From an optimization exercise on the open Yosys and OpenROAD flow, aimed at a short achievable clock period and few clock cycles; shortcuts taken in it are not production practice. RTL that was checked went through simulation tests only; none was proved equivalent to the original. The RTL of run 1 was laid out without a check of its function. Power and IR drop assume default switching activity.

**run.sh**
```bash
#!/bin/bash
# synth_recipe.tcl (not shown) runs the flow's synth.tcl, then flattens the netlist and writes it again
# the make line also repeats each setting of config.mk as NAME=value (left out here)
make -C /OpenROAD-flow-scripts/flow DESIGN_CONFIG=/design/flow/config.mk WORK_HOME=/design/flow/orfs CLKGATE_MAP_FILE= SYNTH_SCRIPT=/design/flow/synth_recipe.tcl finish
```
**config.mk**
```make
export PLATFORM = sky130hd
export DESIGN_NAME = seq_store_top
export DESIGN_NICKNAME = seq_store_top
export VERILOG_FILES = /design/flow/design.v
export SDC_FILE = /design/flow/constraint.sdc
export NUM_CORES = 4
export LEC_CHECK = 0
export CAP_MARGIN = 20
export CORE_MARGIN = 2
export CORE_UTILIZATION = 70
export CTS_CLUSTER_DIAMETER = 60
export CTS_CLUSTER_SIZE = 30
export SETUP_SLACK_MARGIN = 4.0
export SLEW_MARGIN = 20
```
**constraint.sdc**
```tcl
create_clock -name core_clock -period 6.3 [get_ports {clk_i}]
set_input_delay 1.2600 -clock core_clock [delete_from_list [all_inputs] [get_ports {clk_i}]]
set_output_delay 1.2600 -clock core_clock [all_outputs]
set_load 0.01 [all_outputs]
```
**design.v**
```verilog
`default_nettype none
package store_pkg;
  localparam int unsigned BUS_NIBBLES = 16;
  localparam int unsigned BUS_BYTES   = 8;
  localparam int unsigned BUS_NB_W    = 4;
  localparam int unsigned SEQ_NIBBLES = 32;
  localparam int unsigned SEQ_NB_W    = 5;
  typedef struct packed {
    logic [SEQ_NIBBLES-1:0][3:0] nb;
    logic [SEQ_NIBBLES-1:0]      en;
  } seq_entry_t;
  typedef struct packed {
    logic [BUS_NB_W-1:0] addr_off;
    logic                is_head;
    logic [BUS_NB_W:0]   lbn;
    logic                is_last;
    logic                is_final;
  } txn_beat_t;
  typedef struct packed {
    logic [7:0] vstart;
    logic [1:0] eew;
  } meta_t;
  typedef struct packed {
    logic [4*BUS_NIBBLES-1:0] data;
    logic [BUS_BYTES-1:0]     strb;
    logic                     last;
  } w_beat_t;
  typedef struct packed {
    logic [BUS_NB_W:0]       size;     
    logic [BUS_NB_W-1:0]     lower;
    logic [BUS_NIBBLES-1:0]  win;      
    logic                    last;
    logic                    final_;
  } txn_dec_t;
  typedef struct packed {
    logic [SEQ_NB_W-1:0]     rot;      
    logic [SEQ_NB_W-1:0]     ptr;      
    logic [1:0]              pops;     
    logic                    need2;    
    logic [BUS_NIBBLES-1:0]  win;
    logic                    last;
  } plan_t;
  localparam int unsigned OUT_CAP = 3;   
  localparam int unsigned ENTRY_W   = 5 * SEQ_NIBBLES;
  localparam int unsigned TXN_W     = 12;
  localparam int unsigned META_W    = 10;
  localparam int unsigned TXN_DEC_W = 2 * BUS_NB_W + 1 + BUS_NIBBLES + 2;
  localparam int unsigned BEAT_W    = 4 * BUS_NIBBLES + BUS_BYTES + 1;
endpackage
`default_nettype wire
`timescale 1ns/1ps
`default_nettype none
module word_queue #(
  parameter int unsigned SW    = 8,
  parameter int unsigned DEPTH = 4
) (
  input  wire logic          clk_i,
  input  wire logic          rst_ni,
  input  wire logic          valid_i,
  output logic               ready_o,
  input  wire logic [SW-1:0] data_i,
  input  wire logic          pop_i,
  output logic               head_v_o,
  output logic [SW-1:0]      head_o
);
  logic [DEPTH-1:0][SW-1:0] sl_q;
  logic [DEPTH-1:0]         occ_q;    
  logic [DEPTH-1:0]         occ_d;
  logic [DEPTH-1:0]         wr_here;
  logic                     ready_q;
  logic                     take;
  assign take = valid_i && ready_q;
  always_comb begin
    for (int k = 0; k < DEPTH; k++) begin
      if (pop_i) begin
        wr_here[k] = take && occ_q[k] && (k == DEPTH - 1 || !occ_q[(k + 1) % DEPTH]);
      end else begin
        wr_here[k] = take && !occ_q[k] && (k == 0 || occ_q[(k + DEPTH - 1) % DEPTH]);
      end
    end
    occ_d = occ_q;
    if (pop_i && !take) occ_d = occ_q >> 1;
    if (!pop_i && take) occ_d = {occ_q[DEPTH-2:0], 1'b1};
  end
  always_ff @(posedge clk_i or negedge rst_ni) begin
    if (!rst_ni) begin
      occ_q   <= '0;
      ready_q <= 1'b0;
    end else begin
      occ_q   <= occ_d;
      ready_q <= !occ_q[DEPTH-1] && !(take && occ_q[DEPTH-2]);
    end
  end
  always_ff @(posedge clk_i) begin
    for (int k = 0; k < DEPTH; k++) begin
      if (wr_here[k]) begin
        sl_q[k] <= data_i;
      end else if (pop_i) begin
        sl_q[k] <= (k == DEPTH - 1) ? sl_q[k] : sl_q[(k + 1) % DEPTH];
      end
    end
  end
  assign ready_o  = ready_q;
  assign head_v_o = occ_q[0];
  assign head_o   = sl_q[0];
endmodule
module seq_buffer #(
  parameter int unsigned DEPTH = 4
) (
  input  wire logic                  clk_i,
  input  wire logic                  rst_ni,
  input  wire logic                  rx_valid_i,
  output logic                       rx_ready_o,
  input  wire store_pkg::seq_entry_t rx_entry_i,
  input  wire logic [1:0]            pop_i,
  output logic                       ge1_o,
  output logic                       ge2_o,
  output store_pkg::seq_entry_t      head0_o,
  output store_pkg::seq_entry_t      head1_o
);
  localparam int unsigned EW = store_pkg::ENTRY_W;
  logic [DEPTH-1:0][EW-1:0] sl_q;
  logic [DEPTH-1:0]         occ_q;    
  logic [DEPTH-1:0]         occ_p;    
  logic [DEPTH-1:0]         wr_here;
  logic [DEPTH-1:0][EW-1:0] moved;
  logic                     ready_q;
  logic                     take;
  assign take = rx_valid_i && ready_q;
  always_comb begin
    occ_p = occ_q >> pop_i;
    for (int k = 0; k < DEPTH; k++) begin
      wr_here[k] = take && !occ_p[k] && (k == 0 || occ_p[(k + DEPTH - 1) % DEPTH]);
      case (pop_i)
        2'd1:    moved[k] = (k + 1 < DEPTH) ? sl_q[(k + 1) % DEPTH] : rx_entry_i;
        2'd2:    moved[k] = (k + 2 < DEPTH) ? sl_q[(k + 2) % DEPTH] : rx_entry_i;
        default: moved[k] = sl_q[k];
      endcase
    end
  end
  always_ff @(posedge clk_i or negedge rst_ni) begin
    if (!rst_ni) begin
      occ_q   <= '0;
      ready_q <= 1'b0;
    end else begin
      occ_q   <= take ? {occ_p[DEPTH-2:0], 1'b1} : occ_p;
      ready_q <= !occ_q[DEPTH-1] && !(take && occ_q[DEPTH-2]);
    end
  end
  always_ff @(posedge clk_i) begin
    for (int k = 0; k < DEPTH; k++) begin
      sl_q[k] <= wr_here[k] ? rx_entry_i : moved[k];
    end
  end
  assign rx_ready_o = ready_q;
  assign ge1_o      = occ_q[0];
  assign ge2_o      = occ_q[1];
  assign head0_o    = sl_q[0];
  assign head1_o    = sl_q[1];
endmodule
`default_nettype wire
`timescale 1ns/1ps
`default_nettype none
module nibble_cursor (
  input  wire logic                       clk_i,
  input  wire logic                       rst_ni,
  input  wire logic                       txn_v_i,
  input  wire store_pkg::txn_dec_t        txn_i,
  output logic                            txn_pop_o,
  input  wire logic                       meta_v_i,
  input  wire logic [store_pkg::SEQ_NB_W-1:0] meta_off_i,
  output logic                            meta_pop_o,
  input  wire logic                       plan_take_i,
  output logic                            plan_v_o,
  output store_pkg::plan_t                plan_o
);
  localparam int unsigned NW = store_pkg::SEQ_NB_W;
  logic             cont_q;     
  logic [NW-1:0]    ptr_q;      
  logic             plan_v_q;
  store_pkg::plan_t plan_q;
  store_pkg::plan_t plan_d;
  logic             adv;
  logic [NW:0]   ends_f, ends_c;
  logic [NW-1:0] rot_f, rot_c;
  logic [1:0]    pops_f, pops_c;
  logic          gt32_f, gt32_c;
  function automatic logic [1:0] pops_of(input logic [NW:0] ends, input logic final_);
    logic ge32, gt32;
    ge32 = ends[NW];
    gt32 = ge32 && (ends[NW-1:0] != '0);
    pops_of = final_ ? (gt32 ? 2'd2 : 2'd1) : {1'b0, ge32};
  endfunction
  assign ends_f = {1'b0, meta_off_i} + {1'b0, txn_i.size};
  assign ends_c = {1'b0, ptr_q}      + {1'b0, txn_i.size};
  assign gt32_f = ends_f[NW] && (ends_f[NW-1:0] != '0);
  assign gt32_c = ends_c[NW] && (ends_c[NW-1:0] != '0);
  assign pops_f = pops_of(ends_f, txn_i.final_);
  assign pops_c = pops_of(ends_c, txn_i.final_);
  assign rot_f  = meta_off_i - {1'b0, txn_i.lower};
  assign rot_c  = ptr_q      - {1'b0, txn_i.lower};
  assign adv = txn_v_i && (cont_q || meta_v_i) && (!plan_v_q || plan_take_i);
  always_comb begin
    plan_d.rot   = !cont_q ? rot_f  : rot_c;
    plan_d.ptr   = !cont_q ? meta_off_i : ptr_q;
    plan_d.pops  = !cont_q ? pops_f : pops_c;
    plan_d.need2 = !cont_q ? gt32_f : gt32_c;
    plan_d.win   = txn_i.win;
    plan_d.last  = txn_i.last;
  end
  always_ff @(posedge clk_i or negedge rst_ni) begin
    if (!rst_ni) begin
      cont_q   <= 1'b0;
      ptr_q    <= '0;
      plan_v_q <= 1'b0;
    end else begin
      if (adv) begin
        cont_q   <= !txn_i.final_;
        ptr_q    <= !cont_q ? ends_f[NW-1:0] : ends_c[NW-1:0];
        plan_v_q <= 1'b1;
      end else if (plan_take_i) begin
        plan_v_q <= 1'b0;
      end
    end
  end
  always_ff @(posedge clk_i) begin
    if (adv) plan_q <= plan_d;
  end
  assign txn_pop_o  = adv;
  assign meta_pop_o = adv && !cont_q;
  assign plan_v_o   = plan_v_q;
  assign plan_o     = plan_q;
endmodule
`default_nettype wire
`timescale 1ns/1ps
`default_nettype none
module store_commit_fsm (
  input  wire logic              clk_i,
  input  wire logic              rst_ni,
  input  wire logic              plan_v_i,
  input  wire logic              need2_i,
  input  wire logic [1:0]        pops_i,
  output logic                   plan_take_o,
  input  wire logic              ent_ge1_i,
  input  wire logic              ent_ge2_i,
  output logic [1:0]             ent_pop_o,
  input  wire logic              w_pop_i,
  output logic                   issue_o
);
  logic [2:0] infl_q;
  logic       full_q;
  logic       go;
  logic [2:0] infl_d;
  assign go     = plan_v_i && (need2_i ? ent_ge2_i : ent_ge1_i) && !full_q;
  assign infl_d = infl_q + {2'b0, go} - {2'b0, w_pop_i};
  always_ff @(posedge clk_i or negedge rst_ni) begin
    if (!rst_ni) begin
      infl_q <= '0;
      full_q <= 1'b0;
    end else begin
      infl_q <= infl_d;
      full_q <= infl_d >= 3'(store_pkg::OUT_CAP);
    end
  end
  assign plan_take_o = go;
  assign ent_pop_o   = go ? pops_i : 2'd0;
  assign issue_o     = go;
endmodule
`default_nettype wire
`timescale 1ns/1ps
`default_nettype none
module beat_packer (
  input  wire logic                  clk_i,
  input  wire logic                  rst_ni,
  input  wire logic                  issue_i,
  input  wire store_pkg::plan_t      plan_i,
  input  wire store_pkg::seq_entry_t head0_i,
  input  wire store_pkg::seq_entry_t head1_i,
  output logic                       beat_v_o,
  output store_pkg::w_beat_t         beat_o
);
  localparam int unsigned N  = store_pkg::SEQ_NIBBLES;
  localparam int unsigned NW = store_pkg::SEQ_NB_W;
  localparam int unsigned B  = store_pkg::BUS_NIBBLES;
  localparam int unsigned CW = B + 7;   
  logic [N-1:0][4:0]  join_d;
  logic [CW-1:0][4:0] crs_d;
  logic [CW-1:0][4:0] crs_q;
  logic [2:0]         c_rot_q;
  logic [B-1:0]       c_win_q;
  logic               c_last_q;
  logic               c_v_q;
  logic [B-1:0][4:0]  bus;
  logic [B-1:0][3:0]  nb;
  logic [B-1:0]       en;
  logic [store_pkg::BUS_BYTES-1:0] strb;
  logic [N-1:0][4:0]  r16;
  always_comb begin
    for (int c = 0; c < N; c++) begin
      join_d[c] = {head0_i.en[c], head0_i.nb[c]};
    end
    for (int c = 0; c < B; c++) begin
      if (NW'(c) < plan_i.ptr) join_d[c] = {head1_i.en[c], head1_i.nb[c]};
    end
    for (int j = 0; j < N; j++) begin
      r16[j] = plan_i.rot[4] ? join_d[(j + 16) % N] : join_d[j];
    end
    for (int j = 0; j < CW; j++) begin
      crs_d[j] = plan_i.rot[3] ? r16[j + 8] : r16[j];
    end
  end
  logic [B+2:0][4:0]  r4;
  logic [B:0][4:0]    r2;
  always_comb begin
    for (int j = 0; j < B + 3; j++) begin
      r4[j] = c_rot_q[2] ? crs_q[j + 4] : crs_q[j];
    end
    for (int j = 0; j < B + 1; j++) begin
      r2[j] = c_rot_q[1] ? r4[j + 2] : r4[j];
    end
    for (int i = 0; i < B; i++) begin
      bus[i] = c_rot_q[0] ? r2[i + 1] : r2[i];
      nb[i]  = c_win_q[i] ? bus[i][3:0] : 4'd0;
      en[i]  = c_win_q[i] && bus[i][4];
    end
    for (int k = 0; k < store_pkg::BUS_BYTES; k++) begin
      strb[k] = en[2*k] | en[2*k+1];
    end
  end
  always_ff @(posedge clk_i or negedge rst_ni) begin
    if (!rst_ni) begin
      c_v_q <= 1'b0;
    end else begin
      c_v_q <= issue_i;
    end
  end
  always_ff @(posedge clk_i) begin
    crs_q    <= crs_d;
    c_rot_q  <= plan_i.rot[2:0];
    c_win_q  <= plan_i.win;
    c_last_q <= plan_i.last;
  end
  assign beat_v_o = c_v_q;
  assign beat_o   = {nb, strb, c_last_q};
endmodule
`default_nettype wire
`timescale 1ns/1ps
`default_nettype none
module w_beat_fifo (
  input  wire logic               clk_i,
  input  wire logic               rst_ni,
  input  wire logic               push_i,
  input  wire store_pkg::w_beat_t beat_i,
  output logic                    w_valid_o,
  input  wire logic               w_ready_i,
  output store_pkg::w_beat_t      w_o,
  output logic                    w_pop_o
);
  localparam int unsigned BW = store_pkg::BEAT_W;
  logic [2:0][BW-1:0] ring_q;
  logic [BW-1:0]      out_q;
  logic               out_v_q;
  logic [1:0]         wr_q;
  logic [1:0]         rd_q;
  logic [1:0]         rd1;
  logic [1:0]         cnt_q;
  logic [1:0]         cnt_d;
  logic               pop;
  logic [BW-1:0]      head_d;
  function automatic logic [1:0] next3(input logic [1:0] p);
    next3 = (p == 2'd2) ? 2'd0 : p + 2'd1;
  endfunction
  assign pop   = out_v_q && w_ready_i;
  assign rd1   = next3(rd_q);
  assign cnt_d = cnt_q + {1'b0, push_i} - {1'b0, pop};
  always_comb begin
    if (pop) begin
      head_d = (cnt_q >= 2'd2) ? ring_q[rd1] : beat_i;
    end else begin
      head_d = (cnt_q >= 2'd1) ? ring_q[rd_q] : beat_i;
    end
  end
  always_ff @(posedge clk_i or negedge rst_ni) begin
    if (!rst_ni) begin
      out_v_q <= 1'b0;
      wr_q    <= '0;
      rd_q    <= '0;
      cnt_q   <= '0;
    end else begin
      out_v_q <= cnt_d != 2'd0;
      cnt_q   <= cnt_d;
      if (push_i) wr_q <= next3(wr_q);
      if (pop)    rd_q <= rd1;
    end
  end
  always_ff @(posedge clk_i) begin
    for (int k = 0; k < 3; k++) begin
      if (push_i && wr_q == 2'(k)) ring_q[k] <= beat_i;
    end
    out_q <= head_d;
  end
  assign w_valid_o = out_v_q;
  assign w_o       = out_q;
  assign w_pop_o   = pop;
endmodule
`default_nettype wire
`timescale 1ns/1ps
`default_nettype none
module seq_store_top (
  input  wire logic                  clk_i,
  input  wire logic                  rst_ni,
  input  wire logic                  rx_deshfu_valid_i,
  output logic                       rx_deshfu_ready_o,
  input  wire store_pkg::seq_entry_t rx_deshfu_i,
  input  wire logic                  txn_valid_i,
  output logic                       txn_ready_o,
  input  wire store_pkg::txn_beat_t  txn_i,
  input  wire logic                  meta_valid_i,
  output logic                       meta_ready_o,
  input  wire store_pkg::meta_t      meta_i,
  output logic                       axi_w_valid_o,
  input  wire logic                  axi_w_ready_i,
  output store_pkg::w_beat_t         axi_w_o
);
  localparam int unsigned NW = store_pkg::SEQ_NB_W;
  localparam int unsigned DW = store_pkg::TXN_DEC_W;
  store_pkg::txn_dec_t  txn_dec;
  store_pkg::txn_dec_t  txn_head;
  logic                 txn_head_v;
  logic                 txn_pop;
  logic [4:0]  size_hl, size_h;
  logic [15:0] win_lo, win_up;
  always_comb begin
    size_hl = txn_i.lbn - {1'b0, txn_i.addr_off};
    size_h  = 5'd16 - {1'b0, txn_i.addr_off};
    for (int i = 0; i < store_pkg::BUS_NIBBLES; i++) begin
      win_lo[i] = 4'(i) >= txn_i.addr_off;
      win_up[i] = 5'(i) < txn_i.lbn;
    end
    case ({txn_i.is_head, txn_i.is_last})
      2'b11:   txn_dec.size = size_hl;
      2'b10:   txn_dec.size = size_h;
      2'b01:   txn_dec.size = txn_i.lbn;
      default: txn_dec.size = 5'd16;
    endcase
    txn_dec.lower  = txn_i.is_head ? txn_i.addr_off : 4'd0;
    txn_dec.win    = (txn_i.is_head ? win_lo : 16'hffff) & (txn_i.is_last ? win_up : 16'hffff);
    txn_dec.last   = txn_i.is_last;
    txn_dec.final_ = txn_i.is_final;
  end
  word_queue #(.SW(DW), .DEPTH(4)) u_txn_q (
    .clk_i    (clk_i),
    .rst_ni   (rst_ni),
    .valid_i  (txn_valid_i),
    .ready_o  (txn_ready_o),
    .data_i   (txn_dec),
    .pop_i    (txn_pop),
    .head_v_o (txn_head_v),
    .head_o   (txn_head)
  );
  logic [NW-1:0]    meta_off;
  logic [NW-1:0]    meta_head;
  logic             meta_head_v;
  logic             meta_pop;
  always_comb begin
    case (meta_i.eew)
      2'd0:    meta_off = {meta_i.vstart[3:0], 1'b0};
      2'd1:    meta_off = {meta_i.vstart[2:0], 2'b0};
      2'd2:    meta_off = {meta_i.vstart[1:0], 3'b0};
      default: meta_off = {meta_i.vstart[0],   4'b0};
    endcase
  end
  word_queue #(.SW(NW), .DEPTH(4)) u_meta_q (
    .clk_i    (clk_i),
    .rst_ni   (rst_ni),
    .valid_i  (meta_valid_i),
    .ready_o  (meta_ready_o),
    .data_i   (meta_off),
    .pop_i    (meta_pop),
    .head_v_o (meta_head_v),
    .head_o   (meta_head)
  );
  store_pkg::seq_entry_t head0;
  store_pkg::seq_entry_t head1;
  logic                  ent_ge1;
  logic                  ent_ge2;
  logic [1:0]            ent_pop;
  seq_buffer #(.DEPTH(4)) u_seq_buffer (
    .clk_i      (clk_i),
    .rst_ni     (rst_ni),
    .rx_valid_i (rx_deshfu_valid_i),
    .rx_ready_o (rx_deshfu_ready_o),
    .rx_entry_i (rx_deshfu_i),
    .pop_i      (ent_pop),
    .ge1_o      (ent_ge1),
    .ge2_o      (ent_ge2),
    .head0_o    (head0),
    .head1_o    (head1)
  );
  store_pkg::plan_t   plan;
  logic               plan_v;
  logic               plan_take;
  logic               issue;
  logic               w_pop;
  logic               beat_v;
  store_pkg::w_beat_t beat;
  nibble_cursor u_nibble_cursor (
    .clk_i       (clk_i),
    .rst_ni      (rst_ni),
    .txn_v_i     (txn_head_v),
    .txn_i       (txn_head),
    .txn_pop_o   (txn_pop),
    .meta_v_i    (meta_head_v),
    .meta_off_i  (meta_head),
    .meta_pop_o  (meta_pop),
    .plan_take_i (plan_take),
    .plan_v_o    (plan_v),
    .plan_o      (plan)
  );
  store_commit_fsm u_store_commit_fsm (
    .clk_i       (clk_i),
    .rst_ni      (rst_ni),
    .plan_v_i    (plan_v),
    .need2_i     (plan.need2),
    .pops_i      (plan.pops),
    .plan_take_o (plan_take),
    .ent_ge1_i   (ent_ge1),
    .ent_ge2_i   (ent_ge2),
    .ent_pop_o   (ent_pop),
    .w_pop_i     (w_pop),
    .issue_o     (issue)
  );
  beat_packer u_beat_packer (
    .clk_i    (clk_i),
    .rst_ni   (rst_ni),
    .issue_i  (issue),
    .plan_i   (plan),
    .head0_i  (head0),
    .head1_i  (head1),
    .beat_v_o (beat_v),
    .beat_o   (beat)
  );
  w_beat_fifo u_w_beat_fifo (
    .clk_i     (clk_i),
    .rst_ni    (rst_ni),
    .push_i    (beat_v),
    .beat_i    (beat),
    .w_valid_o (axi_w_valid_o),
    .w_ready_i (axi_w_ready_i),
    .w_o       (axi_w_o),
    .w_pop_o   (w_pop)
  );
endmodule
`default_nettype wire
```
==> results.cfg, run 1 <==
[outcome]
run_status = did not finish
lastStage = 5_1_grt
error_line = [ERROR GRT-0232] Routing congestion too high. Check the congestion heatmap in the GUI.

[floorplanning]
floorplan.initialDensity_pct = 70.7
chipWidth_um = 295
die_height_um = 295
i_o_pins = 265
std_cell_rows = 106

[global_routing]
grt_use_total_pct = 70.9
antenna_found_initial = 43
largest_net_degree_at_the_start_of_global_routing = 156
global_route_congestion_overflow_total = 80

[synthesis]
number_of_enable_type_register_cells_in_the_synthesized_netlist = 1013
fraction_of_synthesized_cell_area_taken_by_the_top_area_cell_type_pct = 51.4
postSynthNetCount = 4276
synth_seq_area_share_pct = 59.8
post_synthesis_cell_count = 4059
synthFlopType = edfxtp_1
yosysTopAreaCell = edfxtp_1
synth-warning-count = 8
avgSynthCellArea_um2 = 14.6
synthTopCellsByArea = edfxtp_1 51%, mux2_2 12%, mux2i_1 8.0%
ys_seq_elements = 1255
synth_area_mm2 = 0.0592
synthDistinctLibCells = 68
asyncSetResetFlopFracSynth_pct = 2.71

[clocking]
max-clock-path-buffers = 3
clock_sinks = 1255
ctsHoldBuffers = 0
clock_tree.root_cell = clkbuf_16
cts_made_buffers = 87
h_tree_levels = 3

[placed_design]
port_buffers = 260
preCtsSetupSlack_ps = 1800
half_perimeter_wire_length_after_placement_um = 93300
place.detailed.instances = 5241
routabilityCongestion = 0.910

[timing]
worst_endpoint_kind = register data pin
postGrtWorstEndpoint = u_seq_buffer.sl_q[134]$_DFFE_PP_/D
-- stage by stage --
stage	utilization, %	area (µm²)	total power, W
detailed placement	74.9	62700	0.0342
CTS	86.8	72600	0.0453
floorplan	-	59300	0.0284
global placement	74.9	62700	0.0336
-- Yosys cell counts (13+ instances only) --
master / count
a21oi_1: 290
buf_6: 21
dfxtp_1: 208
mux2_4: 89
inv_1: 43
buf_1: 40
mux4_2: 121
ha_1: 24
dfrtp_1: 34
o211ai_1: 13
nand2_1: 91
nor2_1: 360
a21o_1: 15
o21ai_0: 76
mux2_2: 636
clkbuf_1: 161
nor2b_1: 75
mux2i_1: 472
a221oi_1: 81
edfxtp_1: 1013
buf_2: 37
nand2b_1: 14
-- what timing repair did --
action                     4_1_cts
cloned                         122
setup endpoints to repair     2040
setup buffers                  155
pin swaps                       62
resized for setup              993
-- cells by family after synthesis --
| group | after synthesis | share of synthesized area [%] |
|---|---|---|
| AO/OA/AOI/OAI | 536 | 5.47 |
| flip-flops | 1255 | 59.8 |
| multiplexers | 1322 | 27.1 |
| buffers and inverters | 311 | 2.36 |
| XOR/XNOR | 15 | 0.222 |
| adder cells (fa/ha/maj) | 29 | 0.676 |
| AND/OR/NAND/NOR | 591 | 4.37 |
-- layer usage --
metal,GRT usage (%),overflow
met3,52.8,1
met4,71.2,40
met5,25.3,0
met2,89.8,39
met1,70.2,0
-- power groups by stage --
| stage | Clock, W | Sequential [W] | Combinational, W |
|---|---|---|---|
| floorplan | 0 | 0.0160 | 0.0123 |
| global placement | 0 | 0.0167 | 0.0169 |
| detailed placement | 0 | 0.0169 | 0.0172 |
| CTS | 0.00638 | 0.0166 | 0.0223 |
-- worst max path at each step --
stage,start,end,slack [ps],cells after the start
after floorplan,rx_deshfu_valid_i,u_seq_buffer.sl_q[480],1950,2
after global placement,rx_deshfu_valid_i,u_seq_buffer.sl_q[302],1820,5
after detailed placement,rx_deshfu_valid_i,u_seq_buffer.sl_q[315],1800,5
after CTS,u_nibble_cursor.plan_q[17],u_seq_buffer.sl_q[24],3690,10
==> run 2, diff against run 1 <==
--- a/design.v
+++ b/design.v
@@ -54,3 +54,4 @@
   parameter int unsigned SW    = 8,
-  parameter int unsigned DEPTH = 4
+  parameter int unsigned DEPTH = 4,
+  parameter bit          PUSH  = 0     
 ) (
@@ -63,3 +64,4 @@
   output logic               head_v_o,
-  output logic [SW-1:0]      head_o
+  output logic [SW-1:0]      head_o,
+  output logic [DEPTH-1:0]   occ_o
 );
@@ -71,3 +73,3 @@
   logic                     take;
-  assign take = valid_i && ready_q;
+  assign take = valid_i && (PUSH || ready_q);
   always_comb begin
@@ -87,6 +89,4 @@
       occ_q   <= '0;
-      ready_q <= 1'b0;
     end else begin
       occ_q   <= occ_d;
-      ready_q <= !occ_q[DEPTH-1] && !(take && occ_q[DEPTH-2]);
     end
@@ -94,2 +94,5 @@
   always_ff @(posedge clk_i) begin
+    ready_q <= !occ_q[DEPTH-1] && !(take && occ_q[DEPTH-2]);
+  end
+  always_ff @(posedge clk_i) begin
     for (int k = 0; k < DEPTH; k++) begin
@@ -103,2 +106,3 @@
   assign ready_o  = ready_q;
+  assign occ_o    = occ_q;
   assign head_v_o = occ_q[0];
@@ -106,5 +110,63 @@
 endmodule
-module seq_buffer #(
+module staged_queue #(
+  parameter int unsigned IW    = 8,    
+  parameter int unsigned SW    = 8,    
   parameter int unsigned DEPTH = 4
 ) (
+  input  wire logic          clk_i,
+  input  wire logic          rst_ni,
+  input  wire logic          valid_i,
+  output logic               ready_o,
+  input  wire logic [IW-1:0] data_i,
+  output logic [IW-1:0]      raw_o,
+  input  wire logic [SW-1:0] store_i,
+  input  wire logic          pop_i,
+  output logic               head_v_o,
+  output logic [SW-1:0]      head_o
+);
+  logic [IW-1:0] in_q;
+  logic          in_v_q;
+  logic          ready_q;
+  logic          take;
+  logic          room;
+  logic [DEPTH-1:0] occ;
+  assign take = valid_i && ready_q;
+  always_ff @(posedge clk_i or negedge rst_ni) begin
+    if (!rst_ni) begin
+      in_v_q <= 1'b0;
+    end else begin
+      in_v_q <= take;
+    end
+  end
+  always_ff @(posedge clk_i) begin
+    in_q <= data_i;
+  end
+  always_comb begin
+    case ({1'b0, in_v_q} + {1'b0, take})
+      2'd0:    room = !occ[DEPTH-1];
+      2'd1:    room = !occ[DEPTH-2];
+      default: room = !occ[DEPTH-3];
+    endcase
+  end
+  always_ff @(posedge clk_i) begin
+    ready_q <= room;
+  end
+  word_queue #(.SW(SW), .DEPTH(DEPTH), .PUSH(1'b1)) u_q (
+    .clk_i    (clk_i),
+    .rst_ni   (rst_ni),
+    .valid_i  (in_v_q),
+    .ready_o  (),
+    .data_i   (store_i),
+    .pop_i    (pop_i),
+    .head_v_o (head_v_o),
+    .head_o   (head_o),
+    .occ_o    (occ)
+  );
+  assign ready_o = ready_q;
+  assign raw_o   = in_q;
+endmodule
+module seq_buffer #(
+  parameter int unsigned DEPTH = 4,
+  parameter int unsigned PW    = 2     
+) (
   input  wire logic                  clk_i,
@@ -120,29 +182,31 @@
 );
-  localparam int unsigned EW = store_pkg::ENTRY_W;
-  logic [DEPTH-1:0][EW-1:0] sl_q;
-  logic [DEPTH-1:0]         occ_q;    
-  logic [DEPTH-1:0]         occ_p;    
-  logic [DEPTH-1:0]         wr_here;
-  logic [DEPTH-1:0][EW-1:0] moved;
-  logic                     ready_q;
-  logic                     take;
+  logic [DEPTH-1:0][store_pkg::ENTRY_W-1:0] st_q;
+  logic                  ready_q;
+  logic                  ge1_q;
+  logic                  ge2_q;
+  logic [PW-1:0]         wr_q;
+  logic [PW-1:0]         rd_q;
+  logic [PW-1:0]         rd1x_q;    
+  logic [PW-1:0]         rd1;
+  logic [PW:0]           cnt_q;
+  logic [PW:0]           left;      
+  logic                  take;
   assign take = rx_valid_i && ready_q;
-  always_comb begin
-    occ_p = occ_q >> pop_i;
-    for (int k = 0; k < DEPTH; k++) begin
-      wr_here[k] = take && !occ_p[k] && (k == 0 || occ_p[(k + DEPTH - 1) % DEPTH]);
-      case (pop_i)
-        2'd1:    moved[k] = (k + 1 < DEPTH) ? sl_q[(k + 1) % DEPTH] : rx_entry_i;
-        2'd2:    moved[k] = (k + 2 < DEPTH) ? sl_q[(k + 2) % DEPTH] : rx_entry_i;
-        default: moved[k] = sl_q[k];
-      endcase
-    end
-  end
+  assign left = cnt_q - {{(PW-1){1'b0}}, pop_i};
+  assign rd1  = rd1x_q ^ (PW)'(1);
   always_ff @(posedge clk_i or negedge rst_ni) begin
     if (!rst_ni) begin
-      occ_q   <= '0;
-      ready_q <= 1'b0;
+      ge1_q   <= 1'b0;
+      ge2_q   <= 1'b0;
+      wr_q    <= '0;
+      rd_q    <= '0;
+      rd1x_q  <= '0;
+      cnt_q   <= '0;
     end else begin
-      occ_q   <= take ? {occ_p[DEPTH-2:0], 1'b1} : occ_p;
-      ready_q <= !occ_q[DEPTH-1] && !(take && occ_q[DEPTH-2]);
+      ge1_q   <= take ? 1'b1 : (left >= (PW + 1)'(1));
+      ge2_q   <= take ? (left >= (PW + 1)'(1)) : (left >= (PW + 1)'(2));
+      cnt_q   <= take ? left + 1'b1 : left;
+      if (take) wr_q <= wr_q + 1'b1;
+      rd_q   <= rd_q + {{(PW-1){1'b0}}, pop_i};
+      rd1x_q <= (rd1 + {{(PW-1){1'b0}}, pop_i}) ^ (PW)'(1);
     end
@@ -150,4 +214,7 @@
   always_ff @(posedge clk_i) begin
+    ready_q <= take ? (cnt_q < (PW + 1)'(DEPTH - 1)) : (cnt_q < (PW + 1)'(DEPTH));
+  end
+  always_ff @(posedge clk_i) begin
     for (int k = 0; k < DEPTH; k++) begin
-      sl_q[k] <= wr_here[k] ? rx_entry_i : moved[k];
+      if (take && wr_q == (PW)'(k)) st_q[k] <= rx_entry_i;
     end
@@ -155,6 +222,6 @@
   assign rx_ready_o = ready_q;
-  assign ge1_o      = occ_q[0];
-  assign ge2_o      = occ_q[1];
-  assign head0_o    = sl_q[0];
-  assign head1_o    = sl_q[1];
+  assign ge1_o      = ge1_q;
+  assign ge2_o      = ge2_q;
+  assign head0_o    = st_q[rd_q];
+  assign head1_o    = st_q[rd1];
 endmodule
@@ -426,2 +493,3 @@
   localparam int unsigned DW = store_pkg::TXN_DEC_W;
+  store_pkg::txn_beat_t txn_raw;
   store_pkg::txn_dec_t  txn_dec;
@@ -433,20 +501,20 @@
   always_comb begin
-    size_hl = txn_i.lbn - {1'b0, txn_i.addr_off};
-    size_h  = 5'd16 - {1'b0, txn_i.addr_off};
+    size_hl = txn_raw.lbn - {1'b0, txn_raw.addr_off};
+    size_h  = 5'd16 - {1'b0, txn_raw.addr_off};
     for (int i = 0; i < store_pkg::BUS_NIBBLES; i++) begin
-      win_lo[i] = 4'(i) >= txn_i.addr_off;
-      win_up[i] = 5'(i) < txn_i.lbn;
+      win_lo[i] = 4'(i) >= txn_raw.addr_off;
+      win_up[i] = 5'(i) < txn_raw.lbn;
     end
-    case ({txn_i.is_head, txn_i.is_last})
+    case ({txn_raw.is_head, txn_raw.is_last})
       2'b11:   txn_dec.size = size_hl;
       2'b10:   txn_dec.size = size_h;
-      2'b01:   txn_dec.size = txn_i.lbn;
+      2'b01:   txn_dec.size = txn_raw.lbn;
       default: txn_dec.size = 5'd16;
     endcase
-    txn_dec.lower  = txn_i.is_head ? txn_i.addr_off : 4'd0;
-    txn_dec.win    = (txn_i.is_head ? win_lo : 16'hffff) & (txn_i.is_last ? win_up : 16'hffff);
-    txn_dec.last   = txn_i.is_last;
-    txn_dec.final_ = txn_i.is_final;
+    txn_dec.lower  = txn_raw.is_head ? txn_raw.addr_off : 4'd0;
+    txn_dec.win    = (txn_raw.is_head ? win_lo : 16'hffff) & (txn_raw.is_last ? win_up : 16'hffff);
+    txn_dec.last   = txn_raw.is_last;
+    txn_dec.final_ = txn_raw.is_final;
   end
-  word_queue #(.SW(DW), .DEPTH(4)) u_txn_q (
+  staged_queue #(.IW(store_pkg::TXN_W), .SW(DW), .DEPTH(4)) u_txn_q (
     .clk_i    (clk_i),
@@ -455,3 +523,5 @@
     .ready_o  (txn_ready_o),
-    .data_i   (txn_dec),
+    .data_i   (txn_i),
+    .raw_o    (txn_raw),
+    .store_i  (txn_dec),
     .pop_i    (txn_pop),
@@ -480,3 +550,4 @@
     .head_v_o (meta_head_v),
-    .head_o   (meta_head)
+    .head_o   (meta_head),
+    .occ_o    ()
   );
@@ -487,3 +558,3 @@
   logic [1:0]            ent_pop;
-  seq_buffer #(.DEPTH(4)) u_seq_buffer (
+  seq_buffer #(.DEPTH(4), .PW(2)) u_seq_buffer (
     .clk_i      (clk_i),
--- a/config.mk
+++ b/config.mk
@@ -9,4 +9,4 @@
 export CORE_MARGIN = 2
-export CORE_UTILIZATION = 70
-export CTS_CLUSTER_DIAMETER = 60
+export CORE_UTILIZATION = 58
+export CTS_CLUSTER_DIAMETER = 80
 export CTS_CLUSTER_SIZE = 30
==> run 2 against run 1 <==
  * Area after synthesis decreased by 5.1%
  * Synthesized cell count down 14%
  * Now clean on timing, DRC and antenna
==> results.cfg, run 2 <==
[route]
viasPerCell = 6.61
first_iter_violations = 3899
wl_per_cell_um = 30.3
post-route-drc-count = 0
ant_nets = 0
finalWirelength_um = 154000
drt_pre_antenna_iters = 6
dr_total_vias = 33700

[clocking]
clock_tree.root_cell = clkbuf_16
clk_pin_slew_ps = 110
clock_insertion_delay_at_the_later_pin_of_the_skew_report_ps = 710
cts_tree = built
clock_sinks = 1275
h_tree_levels = 2
cts_made_buffers = 54
max-clock-path-buffers = 3

[worst_setup_path]
criticalPathCategory = flip-flop to output pin
worstPathMaxFanout = 2
timing.critical_path.arrival_ps = 1240
cp-end-kind = output pin
critical_register_to_register_path_startpoint = u_nibble_cursor.plan_q[17]
max_stage_delay_ps = 430
cell_class_contributing_the_biggest_share_of_worst_path_delay = flip-flops
worstRegToRegCells = 8
cp_cell_sequence = buf_6
critical_path.reg2reg.endpoint = u_txn_q.u_q.sl_q[71]
cp.required_ps = 5040
slowest_stage = dfrtp_2
reg2reg_setup_slack_ps = 3850
worstSetupStartpointType = flip-flop
cp_num_buf_inv = 1

[final_layout]
mostFrequentLayoutCells = 1,013 x edfxtp_1, 330 x mux4_2, 264 x mux2i_1
share_of_post_route_cells_with_drive_strength_above_1_pct = 29.8
post_layout_nonfiller_instances = 5092
area_delta_synth_final_pct = 16.3
largestRegisters = u_seq_buffer.st_q (640), u_w_beat_fifo.ring_q (219), u_beat_packer.crs_q (115)
largest-register = u_seq_buffer.st_q
most_common_cell_after_layout_fill_and_taps_aside = edfxtp_1
layout.core_utilization_pct = 67.9
largest_reg_flops = 640
final_net_count = 3998

[timing]
worst_pin_slew_ps = 1150
max_slew_violation_count = 0
finalClockSkew_ps = 26.3
timing.max_slew.rel_slack_pct = 23.1
rsz_0062_raised_after_global_routing = yes
final.setup.tns_ps = 0
final.setup.worst_slack_ps = 3800
final_critical_path_share_of_the_clock_period_pct = 39.7
report.final.hold_viol_count = 0
fmax_mhz = 400
layout_min_cycle_time_ps = 2500
finalSetupViolCount = 0

[synthesis]
synth_compound_gate_area_share_pct = 5.76
post_synthesis_cell_count = 3475
avgSynthCellArea_um2 = 16.2
synthDistinctLibCells = 67
synth_most_common_cell = edfxtp_1
synth_seq_area_share_pct = 63.8
postSynthNetCount = 3704
synthFlopType = edfxtp_1
synthTopCellsByArea = edfxtp_1 54%, mux4_2 13%, dfxtp_1 7.9%
synth-simple-area-share_pct = 4.08
synth_area_mm2 = 0.0562
ys_seq_elements = 1275
number_of_enable_type_register_cells_in_the_synthesized_netlist = 1013
fraction_of_synthesized_cell_area_taken_by_the_top_area_cell_type_pct = 54.1
synth_common_cells = 1,013 x edfxtp_1, 330 x mux4_2, 296 x mux2i_1, 233 x nor2_1, 223 x dfxtp_1
post_synth_mux_area_share_pct = 22.8
synth_fa_ha_area_share_pct = 0.993
synth-warning-count = 9
asyncSetResetFlopFracSynth_pct = 3.06
largest_family_of_logic_cells_by_synthesized_area = multiplexers
post_synth_xor_area_fraction_pct = 0.359
yosysTopAreaCell = edfxtp_1

[pwr]
total_leakage_power_nw = 22.3
worst_ir_drop_vdd_v = 0.000319
pwr_density_cell_mw_per_mm2 = 556
seq_power_share_pct = 37.3
p_sw_w = 0.0142
switching_share_pct = 39.2
cellInternalPower_w = 0.0221
power.share.clock_pct = 12.4
power.combinational.fraction_pct = 50.3

[global_routing]
met3_usage_pct = 3.49
global_route_met1_usage_pct = 41.8
top_usage_layer = met2
largest_net_degree_at_the_start_of_global_routing = 154
globalRouteMet2Util_pct = 50.2
grt_use_total_pct = 30.0
antenna_found_initial = 4
grt_first_pass_wirelength_um = 218000
global_route_congestion_overflow_total = 0
grt_pass1_vias = 33000

[floorplanning]
i_o_pins = 265
std_cell_rows = 114
floorplan.initialDensity_pct = 58.4
die_height_um = 315
chipWidth_um = 315
core_mm2 = 0.0963
fp.dieArea_mm2 = 0.0994

[placed_design]
port_buffers = 260
preCtsSetupSlack_ps = 2490
place.detailed.instances = 4827
half_perimeter_wire_length_after_placement_um = 93600
routabilityCongestion = 0.849

[worst_hold_path]
hold-path-endpoint = u_beat_packer.c_last_q
min_path_cells = 0
holdCritPathClass = flip-flop to flip-flop
holdCritStartpoint = u_nibble_cursor.plan_q[0]

[outcome]
run_status = complete, no violations

[run]
timing.max_cap.violations = 0
==> run 2: layout make-up <==
cell class	count	area [µm²]
clock inverters	22	282
clock buffers	78	1520
diodes	3	7.51
inverters	47	219
repair inverters	1	7.51
fillers	6419	30900
multi-input cells	1937	20300
well taps	1276	1600
repair buffers	453	5430
flip-flops and latches	1275	36000
==> run 2: worst max-delay path by stage <==
stage	endpoint	cells past startpoint	startpoint
floorplan	u_seq_buffer.st_q[0]	1	rx_deshfu_valid_i
global placement	u_seq_buffer.st_q[304]	3	rx_deshfu_valid_i
detailed placement	u_seq_buffer.st_q[401]	3	rx_deshfu_valid_i
CTS	axi_w_valid_o	1	u_w_beat_fifo.out_v_q
global route	u_nibble_cursor.plan_q[19]	7	u_meta_q.sl_q[1]
finish	axi_w_valid_o	1	u_w_beat_fifo.out_v_q
==> run 2: power groups by stage <==
stage	Clock [W]	Combinational [W]	Sequential [W]
after floorplan	0	0.0106	0.0130
after global placement	0	0.0147	0.0138
after detailed placement	0	0.0150	0.0140
after CTS	0.00457	0.0168	0.0135
after global routing	0.00483	0.0193	0.0137
final	0.00451	0.0183	0.0135
==> run 2: per-stage QoR <==
step,instance area (µm²),power [W],hold slack [ps]
floorplan,56400,0.0236,323
global placement,60000,0.0285,326
detailed placement,60000,0.0290,329
CTS,63800,0.0349,338
global route,65300,0.0378,354
finish,65300,0.0363,334
==> run 2: per-layer routing <==
metal / part of all wire, % / wire, µm
met5: 0.0084 / 13
met4: 3.0 / 4680
met3: 7.4 / 11400
met2: 50 / 76700
met1: 40 / 61600
==> run 2: repair_timing <==
item	CTS	global route
pin swaps	24	33
resized for setup	610	166
hold buffers	0	0
buffers inserted	77	47
endpoints found under the setup margin	1341	457
cloned	18	20
==> run 2: cells by family (layout without fill, tap and decap cells) <==
logic type	after synthesis	in the layout
compound gates	506	508
fa+ha+maj	41	41
simple gates	515	523
other cells	0	3
flops	1275	1275
xor+xnor	23	23
mux	842	842
buf+inv	273	601
Testbench counts of run 2, summed over its fixed seeds: cycles 8,528.
==> run 3, diff against run 2 <==
--- a/design.v
+++ b/design.v
@@ -29,2 +29,3 @@
     logic [BUS_NB_W:0]       size;     
+    logic [SEQ_NB_W:0]       fill;     
     logic [BUS_NB_W-1:0]     lower;
@@ -46,3 +47,3 @@
   localparam int unsigned META_W    = 10;
-  localparam int unsigned TXN_DEC_W = 2 * BUS_NB_W + 1 + BUS_NIBBLES + 2;
+  localparam int unsigned TXN_DEC_W = 2 * BUS_NB_W + 1 + SEQ_NB_W + 1 + BUS_NIBBLES + 2;
   localparam int unsigned BEAT_W    = 4 * BUS_NIBBLES + BUS_BYTES + 1;
@@ -254,14 +255,11 @@
   logic          gt32_f, gt32_c;
-  function automatic logic [1:0] pops_of(input logic [NW:0] ends, input logic final_);
-    logic ge32, gt32;
-    ge32 = ends[NW];
-    gt32 = ge32 && (ends[NW-1:0] != '0);
-    pops_of = final_ ? (gt32 ? 2'd2 : 2'd1) : {1'b0, ge32};
-  endfunction
+  logic ge32_f, ge32_c;
   assign ends_f = {1'b0, meta_off_i} + {1'b0, txn_i.size};
   assign ends_c = {1'b0, ptr_q}      + {1'b0, txn_i.size};
-  assign gt32_f = ends_f[NW] && (ends_f[NW-1:0] != '0);
-  assign gt32_c = ends_c[NW] && (ends_c[NW-1:0] != '0);
-  assign pops_f = pops_of(ends_f, txn_i.final_);
-  assign pops_c = pops_of(ends_c, txn_i.final_);
+  assign ge32_f = {1'b0, meta_off_i} >= txn_i.fill;
+  assign ge32_c = {1'b0, ptr_q}      >= txn_i.fill;
+  assign gt32_f = {1'b0, meta_off_i} >  txn_i.fill;
+  assign gt32_c = {1'b0, ptr_q}      >  txn_i.fill;
+  assign pops_f = txn_i.final_ ? (gt32_f ? 2'd2 : 2'd1) : {1'b0, ge32_f};
+  assign pops_c = txn_i.final_ ? (gt32_c ? 2'd2 : 2'd1) : {1'b0, ge32_c};
   assign rot_f  = meta_off_i - {1'b0, txn_i.lower};
@@ -499,2 +497,3 @@
   logic [4:0]  size_hl, size_h;
+  logic [5:0]  fill_hl, fill_l;
   logic [15:0] win_lo, win_up;
@@ -507,7 +506,9 @@
     end
+    fill_hl = 6'd32 - {1'b0, txn_raw.lbn} + {2'b0, txn_raw.addr_off};
+    fill_l  = 6'd32 - {1'b0, txn_raw.lbn};
     case ({txn_raw.is_head, txn_raw.is_last})
-      2'b11:   txn_dec.size = size_hl;
-      2'b10:   txn_dec.size = size_h;
-      2'b01:   txn_dec.size = txn_raw.lbn;
-      default: txn_dec.size = 5'd16;
+      2'b11:   begin txn_dec.size = size_hl;     txn_dec.fill = fill_hl; end
+      2'b10:   begin txn_dec.size = size_h;      txn_dec.fill = {2'b01, txn_raw.addr_off}; end
+      2'b01:   begin txn_dec.size = txn_raw.lbn; txn_dec.fill = fill_l; end
+      default: begin txn_dec.size = 5'd16;       txn_dec.fill = 6'd16; end
     endcase
--- a/config.mk
+++ b/config.mk
@@ -10,3 +10,3 @@
 export CORE_UTILIZATION = 58
-export CTS_CLUSTER_DIAMETER = 80
+export CTS_CLUSTER_DIAMETER = 50
 export CTS_CLUSTER_SIZE = 30
==> run 3 against run 2 <==
  * Sequential cell count is 24 higher
  * Sequential power hardly changed
  * Critical path type unchanged
  * Core utilization is 2.4 points higher
  * Clock skew is 22 ps higher
  * Critical endpoint unchanged
==> results.cfg, run 3 <==
[worst_setup_path]
cp_num_buf_inv = 1
cp.required_ps = 5040
worstPathMaxFanout = 2
worstSetupStartpointType = flip-flop
max_stage_delay_ps = 420
cell_class_contributing_the_biggest_share_of_worst_path_delay = flip-flops
cp_cell_sequence = buf_6
criticalPathCategory = flip-flop to output pin
timing.critical_path.arrival_ps = 1270
slowest_stage = dfrtp_2
cp-end-kind = output pin

[final_layout]
largestRegisters = u_seq_buffer.st_q (640), u_w_beat_fifo.ring_q (219), u_txn_q.u_q.sl_q (132)
final_net_count = 4154
most_common_cell_after_layout_fill_and_taps_aside = edfxtp_1
share_of_post_route_cells_with_drive_strength_above_1_pct = 30.2
mostFrequentLayoutCells = 1,037 x edfxtp_1, 330 x mux4_2, 261 x mux2i_1
area_delta_synth_final_pct = 20.3
largest_reg_flops = 640
largest-register = u_seq_buffer.st_q

[pwr]
worst_ir_drop_vdd_v = 0.000367
design_power_total_w = 0.0383
pwr_density_cell_mw_per_mm2 = 556
total_leakage_power_nw = 24.0

[placed_design]
routabilityCongestion = 0.888
port_buffers = 260
half_perimeter_wire_length_after_placement_um = 95600

[clocking]
ctsHoldBuffers = 0
h_tree_levels = 4
cts_made_buffers = 137
clock_sinks = 1299
max-clock-path-buffers = 3
clk_pin_slew_ps = 70
clock_insertion_delay_at_the_later_pin_of_the_skew_report_ps = 750
cts_tree = built
clock_tree.root_cell = clkbuf_16

[route]
ant_nets = 0
viasPerCell = 6.52
wl_per_cell_um = 29.6
first_iter_violations = 3864
post-route-drc-count = 0
drt_pre_antenna_iters = 8
finalWirelength_um = 157000
dr_total_vias = 34700

[outcome]
run_status = complete, no violations

[synthesis]
avgSynthCellArea_um2 = 16.2
synthFlopType = edfxtp_1
synthDistinctLibCells = 71
synth_area_mm2 = 0.0574
yosysTopAreaCell = edfxtp_1
synthTopCellsByArea = edfxtp_1 54%, mux4_2 13%, dfxtp_1 7.8%
postSynthNetCount = 3790
synth_seq_area_share_pct = 63.8
synth_most_common_cell = edfxtp_1
number_of_enable_type_register_cells_in_the_synthesized_netlist = 1037
synth_common_cells = 1,037 x edfxtp_1, 330 x mux4_2, 295 x mux2i_1, 233 x nor2_1, 223 x dfxtp_1
asyncSetResetFlopFracSynth_pct = 3.00
post_synthesis_cell_count = 3551
fraction_of_synthesized_cell_area_taken_by_the_top_area_cell_type_pct = 54.3
synth-warning-count = 9
ys_seq_elements = 1299

[timing]
final_critical_path_share_of_the_clock_period_pct = 40.2
timing.max_slew.rel_slack_pct = 25.6
fmax_mhz = 395
layout_min_cycle_time_ps = 2530
finalClockSkew_ps = 48.6
final.setup.tns_ps = 0
finalSetupViolCount = 0
report.final.hold_viol_count = 0
rsz_0062_raised_after_global_routing = yes
worst_pin_slew_ps = 1120
max_slew_violation_count = 0

[floorplanning]
i_o_pins = 265
die_height_um = 319
core_mm2 = 0.0983
fp.dieArea_mm2 = 0.101
chipWidth_um = 319
std_cell_rows = 115
floorplan.initialDensity_pct = 58.4

[global_routing]
global_route_congestion_overflow_total = 0
antenna_found_initial = 11
grt_use_total_pct = 30.8
grt_pass1_vias = 34400
grt_first_pass_wirelength_um = 229000
largest_net_degree_at_the_start_of_global_routing = 98

[worst_hold_path]
holdCritPathClass = flip-flop to flip-flop

[run]
timing.max_cap.violations = 0
[run 3: worst paths after layout]
kind / slack (ps) / cells after the start / startpoint / end
min reg2reg: 340 / 0 / u_nibble_cursor.plan_q[7] / u_beat_packer.c_win_q[6]
max in group asynchronous: 4890 / 1 / rst_ni / u_w_beat_fifo.rd_q[0]
min in group asynchronous: 680 / 1 / rst_ni / u_seq_buffer.rd_q[1]
max reg2reg: 3890 / 10 / u_nibble_cursor.plan_q[17] / u_seq_buffer.ge2_q
max: 3770 / 1 / u_w_beat_fifo.out_v_q / axi_w_valid_o
min: 340 / 0 / u_nibble_cursor.plan_q[7] / u_beat_packer.c_win_q[6]
[run 3: repair_timing]
| action | in CTS | in global routing |
|---|---|---|
| gates resized for setup | 644 | 126 |
| cloned | 20 | 6 |
| pin swaps | 18 | 23 |
| endpoints found under the setup margin | 1326 | 467 |
| buffers inserted | 81 | 35 |
[run 3: per-stage QoR]
step | cells | instance area (µm²) | setup WS [ps] | hold WS, ps | utilization [%]
6_report | 5320 | 69000 | 3770 | 341 | 70.2
4_1_cts | 5270 | 68100 | 3730 | 343 | 69.3
2_1_floorplan | 3551 | 57600 | 3400 | 323 | -
5_1_grt | 5317 | 69000 | 3730 | 348 | 70.2
3_5_place_dp | 4921 | 61200 | 2440 | 327 | 62.3
3_3_place_gp | 4921 | 61200 | 2460 | 332 | 62.3
[run 3: cell type report]
class	instances	area (µm²)
sequential	1299	36800
clock inverter	90	943
timing repair buffer	437	5000
tap	1287	1610
fill	6261	29300
clock buffer	158	3740
multi-input combinational	1981	20700
antenna	9	22.5
inverter	59	260
[run 3: cell families after synthesis]
group / after synthesis / synth area share [%]
XOR/XNOR: 26 / 0.397
buffers and inverters: 285 / 2.29
multiplexers: 858 / 22.7
adder cells (fa/ha/maj): 51 / 1.19
AND/OR/NAND/NOR: 535 / 4.13
flip-flops: 1299 / 63.8
AO/OA/AOI/OAI: 497 / 5.57
[run 3: layer usage]
metal / up-vias / track usage, % / wire [µm]
met5: - / 0 / 13
li1: 14900 / - / -
met2: 1686 / 49.4 / 76200
met3: 268 / 4.68 / 11500
met4: 2 / 12.5 / 6220
met1: 17900 / 42.7 / 63400
[run 3: power breakdown]
part	total [W]	leakage, nW	switching [W]	internal (W)
sequential	0.0134	11.8	0.00132	0.0120
clock	0.00828	2.29	0.00354	0.00474
combinational	0.0167	9.93	0.00938	0.00733
total	0.0383	24.0	0.0142	0.0241
Testbench counts of run 3, summed over its fixed seeds: cycles 8,528.
==> run 4, diff against run 3 <==
--- a/config.mk
+++ b/config.mk
@@ -10,3 +10,3 @@
 export CORE_UTILIZATION = 58
-export CTS_CLUSTER_DIAMETER = 50
+export CTS_CLUSTER_DIAMETER = 80
 export CTS_CLUSTER_SIZE = 30
==> run 4 against run 3 <==
  * Still clean on timing, DRC and antenna
  * Count of clock-buffer cells in the layout down 84
  * Area after synthesis stayed put
  * Global-route usage shrank 0.81 points
  * Register-to-register slack better by 70 ps
  * Critical path depth is the same
  * Synthesized cell count unchanged
  * Routed wire length decreased by 0.52%
==> results.cfg, run 4 <==
[clocking]
ctsHoldBuffers = 0
clock_sinks = 1299
clk_pin_slew_ps = 110
clock_tree.root_cell = clkbuf_16
cts_tree = built
h_tree_levels = 2
clock_insertion_delay_at_the_later_pin_of_the_skew_report_ps = 710
cts_made_buffers = 54
max-clock-path-buffers = 3

[route]
drt_pre_antenna_iters = 6
first_iter_violations = 3841
wl_per_cell_um = 30.2
dr_total_vias = 33900
ant_nets = 0
post-route-drc-count = 0
finalWirelength_um = 156000
viasPerCell = 6.56

[global_routing]
met3_usage_pct = 3.26
global_route_met1_usage_pct = 42.7
antenna_found_initial = 11
grt_pass1_vias = 33400
largest_net_degree_at_the_start_of_global_routing = 98
globalRouteMet2Util_pct = 48.6
top_usage_layer = met2
grt_use_total_pct = 30.0
grt_first_pass_wirelength_um = 224000
global_route_congestion_overflow_total = 0

[final_layout]
final_net_count = 4074
most_common_cell_after_layout_fill_and_taps_aside = edfxtp_1
largestRegisters = u_seq_buffer.st_q (640), u_w_beat_fifo.ring_q (219), u_txn_q.u_q.sl_q (132)
mostFrequentLayoutCells = 1,037 x edfxtp_1, 330 x mux4_2, 266 x mux2i_1
area_delta_synth_final_pct = 15.2
largest_reg_flops = 640
share_of_post_route_cells_with_drive_strength_above_1_pct = 27.5
largest-register = u_seq_buffer.st_q

[worst_setup_path]
critical_register_to_register_path_startpoint = u_nibble_cursor.plan_q[17]
cp_cell_sequence = buf_6
reg2reg_setup_slack_ps = 3960
cp-end-kind = output pin
cp_num_buf_inv = 1
max_stage_delay_ps = 430
worstSetupStartpointType = flip-flop
worstPathMaxFanout = 2
critical_path.reg2reg.endpoint = u_seq_buffer.cnt_q[2]
cp.required_ps = 5040
slowest_stage = dfrtp_2
timing.critical_path.arrival_ps = 1230
criticalPathCategory = flip-flop to output pin
worstRegToRegCells = 9
worst_setup_path_startpoint = u_w_beat_fifo.out_v_q
cell_class_contributing_the_biggest_share_of_worst_path_delay = flip-flops

[placed_design]
port_buffers = 260
routabilityCongestion = 0.888
half_perimeter_wire_length_after_placement_um = 95600

[synthesis]
synthDistinctLibCells = 71
number_of_enable_type_register_cells_in_the_synthesized_netlist = 1037
synthTopCellsByArea = edfxtp_1 54%, mux4_2 13%, dfxtp_1 7.8%
asyncSetResetFlopFracSynth_pct = 3.00
avgSynthCellArea_um2 = 16.2
synth_most_common_cell = edfxtp_1
post_synthesis_cell_count = 3551
postSynthNetCount = 3790
synth_area_mm2 = 0.0574
synth_common_cells = 1,037 x edfxtp_1, 330 x mux4_2, 295 x mux2i_1, 233 x nor2_1, 223 x dfxtp_1
synth-warning-count = 9
yosysTopAreaCell = edfxtp_1
synth_seq_area_share_pct = 63.8
fraction_of_synthesized_cell_area_taken_by_the_top_area_cell_type_pct = 54.3
ys_seq_elements = 1299
synthFlopType = edfxtp_1

[floorplanning]
die_height_um = 319
core_mm2 = 0.0983
fp.dieArea_mm2 = 0.101
floorplan.initialDensity_pct = 58.4
i_o_pins = 265
std_cell_rows = 115
chipWidth_um = 319

[pwr]
design_power_total_w = 0.0345
worst_ir_drop_vdd_v = 0.000314
total_leakage_power_nw = 22.7
pwr_density_cell_mw_per_mm2 = 521

[worst_hold_path]
hold-path-endpoint = u_beat_packer.c_win_q[15]
min_path_cells = 0
holdCritStartpoint = u_nibble_cursor.plan_q[16]
holdCritPathClass = flip-flop to flip-flop

[timing]
finalSetupViolCount = 0
rsz_0062_raised_after_global_routing = yes
finalClockSkew_ps = 21.6
final_critical_path_share_of_the_clock_period_pct = 39.6
final.setup.tns_ps = 0
report.final.hold_viol_count = 0
timing.max_slew.rel_slack_pct = 24.2
layout_min_cycle_time_ps = 2490
worst_pin_slew_ps = 1140
max_slew_violation_count = 0
fmax_mhz = 401

[run]
timing.max_cap.violations = 0

[outcome]
run_status = complete, no violations
[run 4: cell count changes in the layout (fill, tap and decap cells not counted), sizes merged]
cell,change
diode,+2
inv,-18
clkinvlp,-10
buf,-3
bufbuf,+1
clkinv,-32
bufinv,-6
clkbuf,-79
[run 4: metal layers]
metal	wire [µm]	part of all wire (%)	up-vias
met5	13	0.0083	-
met4	5380	3.4	2
met3	11200	7.1	204
met2	76400	49	1558
met1	63500	41	17600
li1	-	-	14600
[run 4: per-stage QoR]
stage                     util, %  hold WS [ps]  cell area (µm²)  setup slack (ps)  cells
after global placement       62.3           332            61200              2460   4921
after detailed placement     62.3           327            61200              2440   4921
after floorplan                 -           323            57600              3400   3551
final                        67.2           353            66100              3810   5175
after global routing         67.2           363            66100              3770   5172
after CTS                    66.1           352            65000              3770   5115
[run 4: kinds of logic after synthesis]
family,share of synthesized area (%)
multiplexers,22.7
buffers and inverters,2.29
AO/OA/AOI/OAI,5.57
XOR/XNOR,0.397
flip-flops,63.8
AND/OR/NAND/NOR,4.13
adder cells (fa/ha/maj),1.19
[run 4: cell type report]
cell class | count | area (µm²)
inverter | 59 | 256
tap | 1287 | 1610
timing repair buffer | 440 | 5120
sequential | 1299 | 36800
multi-input combinational | 1981 | 20600
clock buffer | 74 | 1490
clock inverter | 24 | 284
antenna | 11 | 27.5
fill | 6602 | 32200
[run 4: power by group]
group | internal, W | leakage, nW | total (W) | switching [W]
clock network | 0.00184 | 0.875 | 0.00452 | 0.00268
registers | 0.0120 | 11.8 | 0.0133 | 0.00130
logic | 0.00729 | 9.97 | 0.0166 | 0.00931
[run 4: worst max-delay path by stage]
| stage | to | slack (ps) | depth (start not counted) |
|---|---|---|---|
| 2_1_floorplan | u_seq_buffer.st_q[0] | 3400 | 1 |
| 3_3_place_gp | u_seq_buffer.st_q[112] | 2460 | 3 |
| 3_5_place_dp | u_w_beat_fifo.out_q[17] | 2440 | 6 |
| 4_1_cts | axi_w_valid_o | 3770 | 1 |
| 5_1_grt | axi_w_valid_o | 3770 | 1 |
| 6_report | axi_w_valid_o | 3810 | 1 |
[run 4: repair_timing]
action / in CTS / in global routing
gates resized for setup: 643 / 116
cloned: 19 / 13
buffers inserted: 77 / 35
endpoints found under the setup margin: 1326 / 471
pin swaps: 18 / 13
==> run 5, diff against run 4 <==
--- a/config.mk
+++ b/config.mk
@@ -11,3 +11,3 @@
 export CTS_CLUSTER_DIAMETER = 80
-export CTS_CLUSTER_SIZE = 30
+export CTS_CLUSTER_SIZE = 22
 export SETUP_SLACK_MARGIN = 4.0
==> run 5 against run 4 <==
  * First-iteration DRC count up 5.3%
  * Register-to-register slack better by 20 ps
  * Routed wire length down 1.2%
  * Power up 0.79%
  * Area after synthesis unchanged
  * Clock power up 11%
  * Clock skew up 17 ps
==> results.cfg, run 5 <==
[floorplanning]
std_cell_rows = 115
core_mm2 = 0.0983
floorplan.initialDensity_pct = 58.4
i_o_pins = 265
fp.dieArea_mm2 = 0.101
chipWidth_um = 319
die_height_um = 319

[worst_setup_path]
slowest_stage = dfrtp_2
worstPathMaxFanout = 2
cp_num_buf_inv = 1
worst_setup_path_endpoint = axi_w_valid_o
critical_path.reg2reg.endpoint = u_seq_buffer.ge2_q
worst_setup_path_startpoint = u_w_beat_fifo.out_v_q
cell_class_contributing_the_biggest_share_of_worst_path_delay = flip-flops
worstRegToRegCells = 10
max_stage_delay_ps = 420
criticalPathCategory = flip-flop to output pin
critical_register_to_register_path_startpoint = u_nibble_cursor.plan_q[17]
timing.critical_path.arrival_ps = 1200
cp-end-kind = output pin
cp.required_ps = 5040
reg2reg_setup_slack_ps = 3980
cp_cell_sequence = buf_6
critical_path_cell_count = 1
worstSetupStartpointType = flip-flop

[timing]
rsz_0062_raised_after_global_routing = yes
max_slew_violation_count = 0
report.final.hold_viol_count = 0
layout_min_cycle_time_ps = 2460
final.setup.tns_ps = 0
finalSetupViolCount = 0
worst_pin_slew_ps = 1130
fmax_mhz = 407
finalClockSkew_ps = 38.1
final_critical_path_share_of_the_clock_period_pct = 39.0
timing.max_slew.rel_slack_pct = 24.6

[route]
ant_nets = 0
post-route-drc-count = 0
finalWirelength_um = 155000
first_iter_violations = 4043
wl_per_cell_um = 29.9
viasPerCell = 6.56
dr_total_vias = 34000
drt_pre_antenna_iters = 6

[clocking]
h_tree_levels = 3
clock_sinks = 1299
clock_tree.root_cell = clkbuf_16
cts_tree = built
clk_pin_slew_ps = 90
ctsHoldBuffers = 0
clock_insertion_delay_at_the_later_pin_of_the_skew_report_ps = 670
cts_made_buffers = 70
max-clock-path-buffers = 3

[synthesis]
synth_area_mm2 = 0.0574
synth_most_common_cell = edfxtp_1
avgSynthCellArea_um2 = 16.2
number_of_enable_type_register_cells_in_the_synthesized_netlist = 1037
yosysTopAreaCell = edfxtp_1
synthTopCellsByArea = edfxtp_1 54%, mux4_2 13%, dfxtp_1 7.8%
post_synthesis_cell_count = 3551
synth-warning-count = 9
synthDistinctLibCells = 71
ys_seq_elements = 1299
asyncSetResetFlopFracSynth_pct = 3.00
fraction_of_synthesized_cell_area_taken_by_the_top_area_cell_type_pct = 54.3
postSynthNetCount = 3790
synth_common_cells = 1,037 x edfxtp_1, 330 x mux4_2, 295 x mux2i_1, 233 x nor2_1, 223 x dfxtp_1
synthFlopType = edfxtp_1
synth_seq_area_share_pct = 63.8

[final_layout]
area_delta_synth_final_pct = 15.2
most_common_cell_after_layout_fill_and_taps_aside = edfxtp_1
layout.core_utilization_pct = 67.3
share_of_post_route_cells_with_drive_strength_above_1_pct = 26.9
largest_reg_flops = 640
largestRegisters = u_seq_buffer.st_q (640), u_w_beat_fifo.ring_q (219), u_txn_q.u_q.sl_q (132)
mostFrequentLayoutCells = 1,037 x edfxtp_1, 330 x mux4_2, 263 x mux2i_1
post_layout_nonfiller_instances = 5175
final_net_count = 4071
largest-register = u_seq_buffer.st_q

[global_routing]
grt_use_total_pct = 30.2
global_route_met1_usage_pct = 42.6
largest_net_degree_at_the_start_of_global_routing = 98
grt_first_pass_wirelength_um = 225000
met3_usage_pct = 3.50
grt_pass1_vias = 33800
globalRouteMet2Util_pct = 48.8
antenna_found_initial = 11
global_route_congestion_overflow_total = 0
top_usage_layer = met2

[outcome]
run_status = complete, no violations

[pwr]
total_leakage_power_nw = 22.7
worst_ir_drop_vdd_v = 0.000299
pwr_density_cell_mw_per_mm2 = 525

[run]
timing.max_cap.violations = 0

[placed_design]
place.detailed.instances = 4921
port_buffers = 260
routabilityCongestion = 0.888
half_perimeter_wire_length_after_placement_um = 95600

[worst_hold_path]
holdCritPathClass = flip-flop to flip-flop
==> run 5: cell counts after synthesis <==
No cell type changed its count.
==> run 5: cell type report <==
| type | count | area (µm²) |
|---|---|---|
| sequential | 1299 | 36800 |
| fill | 6613 | 32200 |
| multi-input combinational | 1980 | 20500 |
| timing repair buffer | 422 | 4800 |
| clock buffer | 109 | 1960 |
| tap | 1287 | 1610 |
| inverter | 59 | 262 |
| clock inverter | 12 | 163 |
| antenna | 7 | 17.5 |
==> run 5: cell families after synthesis <==
group	after synthesis	share of synthesized area, %
fa+ha+maj	51	1.19
simple gates	535	4.13
flops	1299	63.8
buf+inv	285	2.29
xor+xnor	26	0.397
mux	858	22.7
compound gates	497	5.57
==> run 5: how the worst min path moves through the flow <==
| stage | startpoint | end | slack (ps) | cells past startpoint |
|---|---|---|---|---|
| finish | u_nibble_cursor.plan_q[15] | u_beat_packer.c_win_q[14] | 350 | 0 |
| global placement | u_nibble_cursor.plan_q[7] | u_beat_packer.c_win_q[6] | 330 | 0 |
| floorplan | u_nibble_cursor.plan_q[0] | u_beat_packer.c_last_q | 320 | 0 |
| detailed placement | u_nibble_cursor.plan_q[15] | u_beat_packer.c_win_q[14] | 330 | 0 |
| global route | u_nibble_cursor.plan_q[15] | u_beat_packer.c_win_q[14] | 360 | 0 |
| CTS | u_nibble_cursor.plan_q[15] | u_beat_packer.c_win_q[14] | 350 | 0 |
==> run 5: routing by layer <==
layer | wire [µm] | vias to the layer above | part of all wire [%]
li1 | - | 14600 | -
met1 | 63000 | 17600 | 41
met2 | 75300 | 1516 | 49
met3 | 10800 | 224 | 7.0
met4 | 5490 | 2 | 3.6
met5 | 13 | - | 0.0084
==> run 5: metrics by stage <==
stage / hold slack, ps / power [W] / worst slack, ps / cell area, µm²
6_report: 348 / 0.0347 / 3840 / 66100
5_1_grt: 360 / 0.0362 / 3800 / 66100
4_1_cts: 347 / 0.0342 / 3800 / 65400
3_5_place_dp: 327 / 0.0277 / 2440 / 61200
3_3_place_gp: 332 / 0.0273 / 2460 / 61200
2_1_floorplan: 323 / 0.0227 / 3400 / 57600
==> run 5: power breakdown <==
group          switching (W)  internal, W
sequential           0.00131       0.0120
clock                0.00270      0.00231
combinational        0.00924      0.00714
==> run 5: what timing repair did <==
item / CTS / global route
cloned: 22 / 2
setup endpoints to repair: 1328 / 442
resized for setup: 635 / 102
buffers inserted: 76 / 26
pin swaps: 19 / 9
hold endpoints to repair: 0 / 0

[separate check: timing with driven ports]
Ports are ideal in the flow. The routed layouts listed here were re-timed in OpenROAD. Step 1 sets driving cells, clkbuf_16 on the clock port and buf_2 on the other inputs (assumed; they add their load-dependent delay and slew). Step 2 moves the port delays by t, midway between the first and last clock arrival at a register: inputs arrive t later, outputs are due t later. That takes back most of the time a late clock gives input paths. a / b / c = ideal / step 1 / step 2; a / b = the first two.
run	t, ns	slack for setup (ns)	hold WS [ns]	worst slew at a driven data input, ns
run 2	0.772	3.798 / 3.719 / 3.280	0.334 / 0.334 / 0.334	0.15
run 3	0.803	3.768 / 3.694 / 3.240	0.341 / 0.341 / 0.341	0.14
run 4	0.770	3.807 / 3.730 / 3.284	0.353 / 0.353 / 0.353	0.13
run 5	0.722	3.842 / 3.768 / 3.317	0.348 / 0.348 / 0.348	0.16
After both steps setup and hold are still met in every run listed. The setup slack of run 3, which loses most, moves by -0.074 ns with the drivers and by -0.528 ns with both steps.
